This design comes from an exercise in tuning for small area, a short achievable clock period and few clock cycles per item on the open sky130 flow, not from production work. RTL that was checked went through simulation tests only; none was proved equivalent to the original. No activity file was given, so power comes from the tool's default toggle rates.

// rv_exec_top
module rv_exec_top #(
    parameter logic [31:0] reset_pc = 32'h0000_0000
) (
    input  wire logic           clk,
    input  wire logic           rst_n,
    output logic                arvalid,
    input  wire logic           arready,
    output logic [31:0]         araddr,
    output logic [2:0]          arprot,
    input  wire logic           rvalid,
    output logic                rready,
    input  wire logic [31:0]    rdata,
    input  wire logic [1:0]     rresp,
    output logic                retire_valid,
    output logic [31:0]         retire_pc,
    output logic [4:0]          retire_rd,
    output logic [31:0]         retire_wdata,
    output logic                halted,
    output logic [1:0]          trap_cause,
    output logic [31:0]         trap_pc
);
For scale: roughly 5400 cells after synthesis, ~1300 flip-flops, about 180 I/O pins.
export LEC_CHECK = 0
export CAP_MARGIN = 20
export CORE_MARGIN = 2
export CORE_UTILIZATION = 30
export PLACE_DENSITY = 0.4
export SETUP_SLACK_MARGIN = 5
export SLEW_MARGIN = 20
create_clock -name core_clock -period 10.0 [get_ports {clk}]
run.sh (not shown) runs the stock make flow with config.mk's settings and CLKGATE_MAP_FILE= SYNTH_SCRIPT=/design/flow/synth_recipe.tcl, a recipe that flattens the netlist after the stock synthesis.
The starting point went through all stages and came out clean.
Edit:
==> flow/flow/run.sh (new file) <==
#!/bin/bash
set -euo pipefail
MARGIN=${MARGIN:-6.3}
sed "s/CLKGATE_MAP_FILE= /CLKGATE_MAP_FILE= SETUP_SLACK_MARGIN=$MARGIN /" standard.sh > standard_margin.sh
bash standard_margin.sh > make_flow.log 2>&1
==> flow/standard.sh (new file) <==
#!/bin/bash
# synth_recipe.tcl (not shown) runs the flow's synth.tcl, then flattens the netlist and writes it again
# the make line also repeats each setting of config.mk as NAME=value (left out here)
make -C /OpenROAD-flow-scripts/flow DESIGN_CONFIG=/design/flow/config.mk WORK_HOME=/design/flow/orfs CLKGATE_MAP_FILE= SYNTH_SCRIPT=/design/flow/synth_recipe.tcl "${@:-finish}"
- SETUP_SLACK_MARGIN: 5 -> not set
removed: flow/run.sh
The new run completed with no timing, DRC or antenna violations. Global-route usage climbs by 3.2 points. Flip-flop and latch count stays the same. First-iteration DRC count climbs by about 9%.
No run of this note included a check of the RTL's function; only the layout flow was run.

========
red:
rv_exec_top, a different RTL version from the one above (not shown whole).
Size in the first run: about 1300 flip-flops, roughly 61000 um^2 of cells after synthesis.
make LEC_CHECK=0 ABC_CLOCK_PERIOD_IN_PS=4000 CAP_MARGIN=20 CORE_MARGIN=2 CORE_UTILIZATION=30 PLACE_DENSITY=0.4 SETUP_SLACK_MARGIN=5 SLEW_MARGIN=20 finish   # period 10.0 ns
Stock flow here: none of the scripts above is used.
| red | all stages done | FAIL | max-capacitance violations, max-slew violations |
> inputs changed (red -> blue)
Settings: SETUP_SLACK_MARGIN: 5 -> unset; ABC_CLOCK_PERIOD_IN_PS: 4000 -> unset.
## What came out
- On total power of the final layout, red loses to blue.
- [blue vs red] largest fanout of any net on the critical path: higher in blue
- Post-DP HPWL is higher on red
- Of red and blue, only red fails to finish with a clean layout.
- Lower final worst-path cycle share goes to red over blue.
- Compared with red, placement density in the core of blue is lower.
- The area added between synthesis and finish in blue sits 4.4 points below the value recorded for red.
- Total vias in the final route ended up 3.1% lower on blue than on red.
No functional check of the RTL was part of any run of this note.

========
Another version of the RTL of rv_exec_top (not shown whole).
Size in the first run: roughly 5100 cells after synthesis, roughly 61000 um^2 of cells after synthesis.
export LEC_CHECK = 0
export CAP_MARGIN = 30
export CORE_MARGIN = 2
export CORE_UTILIZATION = 45
export CTS_BUF_LIST = sky130_fd_sc_hd__clkbuf_4 sky130_fd_sc_hd__clkbuf_8
export CTS_CLUSTER_SIZE = 20
export PLACE_DENSITY = 0.55
export SLEW_MARGIN = 20
create_clock -name core_clock -period 10.0 [get_ports {clk}]
standard.sh (not shown) runs the stock make flow with config.mk's settings and CLKGATE_MAP_FILE= SYNTH_SCRIPT=/design/flow/synth_recipe.tcl, a recipe that flattens the netlist after the stock synthesis.
==> flow/flow/run.sh <==
#!/bin/bash
set -euo pipefail
MARGIN=${MARGIN:-6.5}
sed "s/CLKGATE_MAP_FILE= /CLKGATE_MAP_FILE= SETUP_SLACK_MARGIN=$MARGIN /" standard.sh > standard_margin.sh
bash standard_margin.sh > make_flow.log 2>&1
Testbench counts at the start, summed over its fixed seeds: cycles 20,403, items 9,600.
==> next run, changes <==
- CORE_UTILIZATION: 45 -> 75
- PLACE_DENSITY: 0.55 -> 0.85
With this change the flow died in 5_1_grt.
Synthesized area stays the same.
Synthesized cell count does not change.

-- afterwards: timing with drivers on the ports --
The flow's constraints put no driver on any port. The routed layouts listed below were extracted and timed again, unchanged, in two steps. Step 1: set_driving_cell puts a clkbuf_16 on clk and a buf_2 on each other input, an assumption about the parent block. Step 2 times the ports against the registers' clock, not the clock port: input delays grow and output delays shrink by t, the midpoint of the rising clock arrivals with the driver on. Three values: ideal ports, drivers, drivers and shift; two values: the first two.
run | t (ns) | slack for setup (ns) | worst setup path at the end | slew at the worst register clock pin (ns)
the first run of note 1 | 0.905 | 5.002 / 5.046 / 4.158 | input to register | 0.07 / 0.07
the second run of note 1 | 0.909 | 5.645 / 5.645 / 4.818 | input to register | 0.07 / 0.07
red | 0.909 | 4.837 / 4.881 / 3.973 | input to register | 0.07 / 0.07
blue | 0.909 | 3.137 / 3.137 / 2.893 | input to register | 0.07 / 0.07
the first run of note 3 | 1.031 | 6.289 / 6.278 / 5.428 | input to register | 0.07 / 0.07
For red, which loses most, drivers alone change the setup slack by +0.044 ns; drivers and shift together by -0.864 ns.
